What follows belongs to an exercise in optimizing a design on an open flow for small area, a short achievable clock period and few clock cycles per item; a production flow would make more cautious choices. Where RTL was checked, it was by simulation tests only, not by an equivalence proof against the original. Power and IR drop assume default switching activity.

yarrow:
==> flow/design.v (excerpt) <==
module tcp_synack_reply_builder (
  input  logic         clk,
  input  logic         rst,
  input  logic         in_valid,
  output logic         in_stall,
  input  logic [271:0] in_data,
  output logic         out_valid,
  input  logic         out_stall,
  output logic [256:0] out_data,
  input  logic         psel,
  input  logic         penable,
  input  logic         pwrite,
  input  logic [2:0]   paddr,
  input  logic [31:0]  pwdata,
  output logic [31:0]  prdata,
  output logic         pready
);
For scale: ~3600 cells after synthesis, ~340 flip-flops, roughly 610 I/O pins, roughly 23000 um2 of cells after synthesis.
==> flow/config.mk <==
export PLATFORM = sky130hd
export DESIGN_NAME = tcp_synack_reply_builder
export DESIGN_NICKNAME = tcp_synack_reply_builder
export VERILOG_FILES = /design/flow/design.v
export SDC_FILE = /design/flow/constraint.sdc
export NUM_CORES = 4
export LEC_CHECK = 0
export ABC_AREA = 1
export CAP_MARGIN = 20
export CORE_MARGIN = 2
export CORE_UTILIZATION = 40
export SETUP_SLACK_MARGIN = 3.6
export SLEW_MARGIN = 20
==> flow/constraint.sdc <==
create_clock -name core_clock -period 8.0 [get_ports {clk}]
set_input_delay 1.6000 -clock core_clock [delete_from_list [all_inputs] [get_ports {clk}]]
set_output_delay 1.6000 -clock core_clock [all_outputs]
set_load 0.01 [all_outputs]
standard.sh (not shown) runs the stock make flow with config.mk's settings and CLKGATE_MAP_FILE= SYNTH_SCRIPT=/design/flow/synth_recipe.tcl, a recipe that flattens the netlist after the stock synthesis.
==> flow/flow/run.sh <==
#!/bin/bash
# Standard ORFS layout (the standard.sh), with the port buffers that
# buffer_ports inserts made sky130_fd_sc_hd__buf_1 instead of its default pick.
set -uo pipefail
bash standard.sh BUFFER_PORTS_ARGS="-buffer_cell sky130_fd_sc_hd__buf_1" ADDER_MAP_FILE= finish > standard_make.log 2>&1
status=$?
tail -50 standard_make.log
exit $status
yarrow closes out successfully: all stages finished, all timing, DRC and antenna checks passed.
Testbench counts of yarrow, summed over its fixed seeds: cycles 9,608, items 9,600.
[inputs] delta vs yarrow
- swapping 3.6 for 3.9 in SETUP_SLACK_MARGIN
- swapping 40 for 60 in CORE_UTILIZATION
- putting PLACE_DENSITY at 0.75 where nothing was set
- swapping 1 for 0 in ABC_AREA
diff --git a/flow/flow/run.sh b/flow/flow/run.sh
--- a/flow/flow/run.sh
+++ b/flow/flow/run.sh
@@ -5 +5 @@
-bash standard.sh BUFFER_PORTS_ARGS="-buffer_cell sky130_fd_sc_hd__buf_1" ADDER_MAP_FILE= finish > standard_make.log 2>&1
+bash standard.sh BUFFER_PORTS_ARGS="-buffer_cell sky130_fd_sc_hd__buf_1" finish > standard_make.log 2>&1
Notes after the runs:
Sort yarrow and delta by setup slack, descending, and delta comes first. Type of the worst setup path: input port to flip-flop -> delta, input port to output port -> yarrow. delta vs. yarrow: routed wire length down 17%, final area dropped 3.5%. The slowest library cell on the worst path comes out fa_2 in one run and clkbuf_8 in the other, namely in delta and yarrow respectively.
Inputs modified between delta and indigo:
- CTS_CLUSTER_DIAMETER now 60, previously not set
- CORE_UTILIZATION now 40, was 60
- PLACE_DENSITY no longer set, was 0.75
- CTS_CLUSTER_SIZE now 30, previously not set
- SETUP_SLACK_MARGIN now 3.8, was 3.9
- Setup slack in indigo is smaller than in delta.
- In the flow results for delta and indigo, the critical path depth is larger on indigo.
- Diff delta and indigo: area growth from synthesis to layout higher in delta
- Compared with delta, in indigo total buffers and inverters traversed by the critical path climbed 2; leakage power shows a reduction of 1.4%; number of standard cells in the final layout excluding fillers shows an increase of about 6%.
- Of the two candidates, delta has the worse cell-internal power and indigo the better one.
- indigo against delta: number of antenna cells inserted level; total wire length after detailed routing moved up; final area moved down; first-pass GRT wire length moved up.
Input-level comparison between sierra and indigo:
- a deleted CTS_CLUSTER_SIZE that had been 30
- a deleted CTS_CLUSTER_DIAMETER that had been 60
- a change of ABC_AREA from 0 to 1
- a change of SETUP_SLACK_MARGIN from 3.8 to 3.9
diff --git a/flow/flow/run.sh b/flow/flow/run.sh
--- a/flow/flow/run.sh
+++ b/flow/flow/run.sh
@@ -5 +5 @@
-bash standard.sh BUFFER_PORTS_ARGS="-buffer_cell sky130_fd_sc_hd__buf_1" finish > standard_make.log 2>&1
+bash standard.sh BUFFER_PORTS_ARGS="-buffer_cell sky130_fd_sc_hd__buf_1" ADDER_MAP_FILE= finish > standard_make.log 2>&1
--- outcome ---
sierra: no failed stages, no open violations at the end. Part of the power in combinational logic in sierra is 0.3 points lower than in indigo. Comparing final critical path time including I/O delays and setup for sierra and indigo, the bigger number came from indigo. sierra: post-placement setup slack 230 ps above indigo. ~same maximum frequency in sierra and indigo.
Edits applied to the flow inputs when going from sierra to harbor:
diff --git a/flow/flow/run.sh b/flow/flow/run.sh
--- a/flow/flow/run.sh
+++ b/flow/flow/run.sh
@@ -5 +5 @@
-bash standard.sh BUFFER_PORTS_ARGS="-buffer_cell sky130_fd_sc_hd__buf_1" ADDER_MAP_FILE= finish > standard_make.log 2>&1
+bash standard.sh BUFFER_PORTS_ARGS="-buffer_cell sky130_fd_sc_hd__buf_1" finish > standard_make.log 2>&1
- Summary: leakage power, harbor better than sierra
- Between sierra and harbor, global-route usage is higher for sierra, harbor comes in under that.
- Total power improves in harbor relative to sierra.
- On length of routed met2 wiring, the lower figure sits with harbor, not sierra.
- The run with more setup slack is harbor; sierra has less.
- Going from sierra to harbor, count of hold buffers inserted by post-cts repair held; global-route wire length before repair down about 6%; transition time of the tightest slew-check pin went up.

========
Starting RTL as in the previous note.
clock: 8.0 ns
lec_check: 0
abc_area: 0
cap_margin: 20
core_margin: 2
core_utilization: 40
cts_cluster_diameter: 60
cts_cluster_size: 30
setup_slack_margin: 3.9
slew_margin: 20
==> flow/flow/run.sh <==
#!/bin/bash
# Standard ORFS layout (the standard.sh), with the port buffers that
# buffer_ports inserts made sky130_fd_sc_hd__buf_1 instead of its default pick.
set -uo pipefail
bash standard.sh BUFFER_PORTS_ARGS="-buffer_cell sky130_fd_sc_hd__buf_1" finish > standard_make.log 2>&1
status=$?
tail -50 standard_make.log
exit $status
The starting point finished with timing, DRC and antenna clean.
Testbench counts at the start, summed over its fixed seeds: cycles 9,608, items 9,600.
Then changed:
- CTS_CLUSTER_DIAMETER: 60 -> default
- CTS_CLUSTER_SIZE: 30 -> default
- SETUP_SLACK_MARGIN: 3.9 -> 3.8
What happened:
- combinational power is about the same
- flip-flop and latch count stays the same
- clock skew went up by 9.9 ps
Then changed:
- SETUP_SLACK_MARGIN: 3.8 -> 3.9
What happened: The new run completed without violations; critical path depth went up by 4; routed wire length drops by about 1.5%; synthesized cell count stays the same; clock skew went down by 10 ps; utilization grows by 0.90 points.
Then changed:
- ABC_AREA: 0 -> 1
- CORE_UTILIZATION: 40 -> 60
- PLACE_DENSITY: default -> 0.75
Final cell count went up by roughly a tenth.
Clock skew went up by 3.3 ps.
First-iteration DRC count went up by well over a third.
Then changed:
- ABC_AREA: 1 -> 0
- CORE_UTILIZATION: 60 -> 40
- PLACE_DENSITY: 0.75 -> default
- SETUP_SLACK_MARGIN: 3.9 -> 4.0
Area after synthesis decreases by 4.3%.
Combinational power decreases by about 4%.
Design area increases by about 4%.
Then changed:
- ABC_AREA: 0 -> 1
- CTS_BUF_LIST: default -> sky130_fd_sc_hd__clkbuf_8
- SETUP_SLACK_MARGIN: 4.0 -> 3.9
Worst hold slack gets better by 15 ps; flip-flop and latch count stays the same; worst setup slack gets worse by 8.7 ps; final cell count came out higher by 16%; final area drops by 1.3%; area after synthesis grows by 4.5%; power fell by 4.6%; sequential power is about the same; combinational power hardly moves; critical path depth decreases by 4; die area came out higher by 4.4%.

========
zinc:
tcp_synack_reply_builder, a different RTL version from the one above (not shown whole).
Size: roughly 3000 cells after synthesis, roughly 340 flip-flops, about 22000 um^2 of cells after synthesis.
export LEC_CHECK = 0
export ABC_AREA = 1
export CAP_MARGIN = 20
export CORE_MARGIN = 2
export CORE_UTILIZATION = 40
export SETUP_SLACK_MARGIN = 4.3
export SLEW_MARGIN = 20
create_clock -name core_clock -period 8.0 [get_ports {clk}]
Scripts as last shown in full above: flow/flow/run.sh
zinc reached the final stage; the timing, design-rule and antenna checks on its layout passed.
Modified inputs, garnet compared to zinc
diff --git a/flow/flow/run.sh b/flow/flow/run.sh
--- a/flow/flow/run.sh
+++ b/flow/flow/run.sh
@@ -4,3 +4,3 @@
 set -uo pipefail
-bash standard.sh BUFFER_PORTS_ARGS="-buffer_cell sky130_fd_sc_hd__buf_1" finish > standard_make.log 2>&1
+bash standard.sh BUFFER_PORTS_ARGS="-buffer_cell sky130_fd_sc_hd__buf_1" ADDER_MAP_FILE= finish > standard_make.log 2>&1
 status=$?
==> comparison <==
Re met2 global-route usage: garnet and zinc aren't equal, and the lower value belongs to zinc.
garnet went all the way through synthesis, placement and routing and the layout is clean on timing, DRC and antenna.
Cmp garnet and zinc / pin count of the biggest net entering global routing / lower: zinc
Taking zinc as the reference, in garnet critical path depth rose 3, non-clock buffer count picked up an extra 36, final worst setup slack rose 0.21 ns, worst setup skew after layout shows no meaningful change, combinational power share lost 1.2 points.
garnet vs zinc, clock buffer count in the final layout went up by 1.
Compared to zinc, the router laid down more metal wire for garnet.
--- input diff garnet..maple ---
- a change of SETUP_SLACK_MARGIN from 4.3 to 3.9
diff --git a/flow/flow/run.sh b/flow/flow/run.sh
--- a/flow/flow/run.sh
+++ b/flow/flow/run.sh
@@ -4,3 +4,3 @@
 set -uo pipefail
-bash standard.sh BUFFER_PORTS_ARGS="-buffer_cell sky130_fd_sc_hd__buf_1" ADDER_MAP_FILE= finish > standard_make.log 2>&1
+bash standard.sh BUFFER_PORTS_ARGS="-buffer_cell sky130_fd_sc_hd__buf_1" finish > standard_make.log 2>&1
 status=$?
### Flow results
Relative to garnet, the first-pass GRT wire length measured on maple has decreased by more than 10%. The lower overall routed net length came out of maple. Half-perimeter wire length after detailed placement, garnet and maple: lower on maple. For starting utilization of the core area, maple and garnet come out practically identical. out_data[12] as the critical path endpoint was reported by maple, and out_data[11] by garnet.
The inputs of pepper differ from those of maple as listed below.
- SETUP_SLACK_MARGIN: 3.9 -> unset
Notes after the runs:
pepper closes out successfully: all stages finished, all timing, DRC and antenna checks passed.
In pepper relative to maple, routed wire length had gone down by a few percent.
Going from maple to pepper, share of power burned in combinational logic shrinks by 0.9 points.
[compare] base=maple new=pepper: post-route worst setup slack dropped 0.65 ns; wire length on met1 saw a decrease.
Reported for maple and pepper, area of the core turned out identical to the last digit.
In pepper the non-clock buffering overhead in the final layout turned out 0.93 points lower than in maple.
Summary: with maple as the reference, multi-input combinational cell area in pepper moved down by a few percent.
Compared with maple, pepper shows a higher number of detailed-routing iterations run before antenna repair.
Fmax: pepper lower than maple
No run of this note included a check of the RTL's function; only the layout flow was run.

## port drivers added, routing unchanged
In the flow no input, the clock included, has a driving cell. The finished layouts below were timed again as built, in two steps.
Step 1 (the two cells are an assumption about what drives the block):
set clk [get_ports {clk}]
set_driving_cell -lib_cell sky130_fd_sc_hd__clkbuf_16 $clk
set_driving_cell -lib_cell sky130_fd_sc_hd__buf_2 [delete_from_list [all_inputs] $clk]
Step 2 also shifts input and output timing later by t, the mid clock arrival at the registers, as if the neighbouring blocks saw the same clock.
Slacks: ideal ports / drivers / drivers and shift; pairs: ideal ports / drivers.
| run | t (ns) | setup slack, ns | worst data-port slew with drivers (ns) |
|---|---|---|---|
| yarrow | 0.653 | 3.686 / 3.650 / 3.185 | 0.13 |
| delta | 0.615 | 3.910 / 3.869 / 3.331 | 0.11 |
| indigo | 0.618 | 3.811 / 3.768 / 3.206 | 0.13 |
| sierra | 0.640 | 3.818 / 3.752 / 3.553 | 0.12 |
| harbor | 0.626 | 3.891 / 3.892 / 3.266 | 0.10 |
| the first run of note 2 | 0.607 | 3.865 / 3.803 / 3.351 | 0.10 |
| the second run of note 2 | 0.620 | 3.828 / 3.770 / 3.231 | 0.13 |
| the third run of note 2 | 0.630 | 3.937 / 3.878 / 3.316 | 0.10 |
| the fourth run of note 2 | 0.619 | 3.908 / 3.898 / 3.291 | 0.14 |
| the fifth run of note 2 | 0.636 | 3.931 / 3.866 / 3.312 | 0.16 |
| the sixth run of note 2 | 0.704 | 3.922 / 3.893 / 3.250 | 0.12 |
| zinc | 0.620 | 3.640 / 3.580 / 3.730 | 0.18 |
| garnet | 0.627 | 3.849 / 3.787 / 3.838 | 0.11 |
| maple | 0.607 | 3.702 / 3.650 / 3.521 | 0.10 |
| pepper | 0.611 | 3.053 / 2.998 / 2.789 | 0.11 |
After both steps setup and hold are still met in every run listed. For the sixth run of note 2, which loses most, drivers alone change the setup slack by -0.029 ns; drivers and shift together by -0.672 ns.
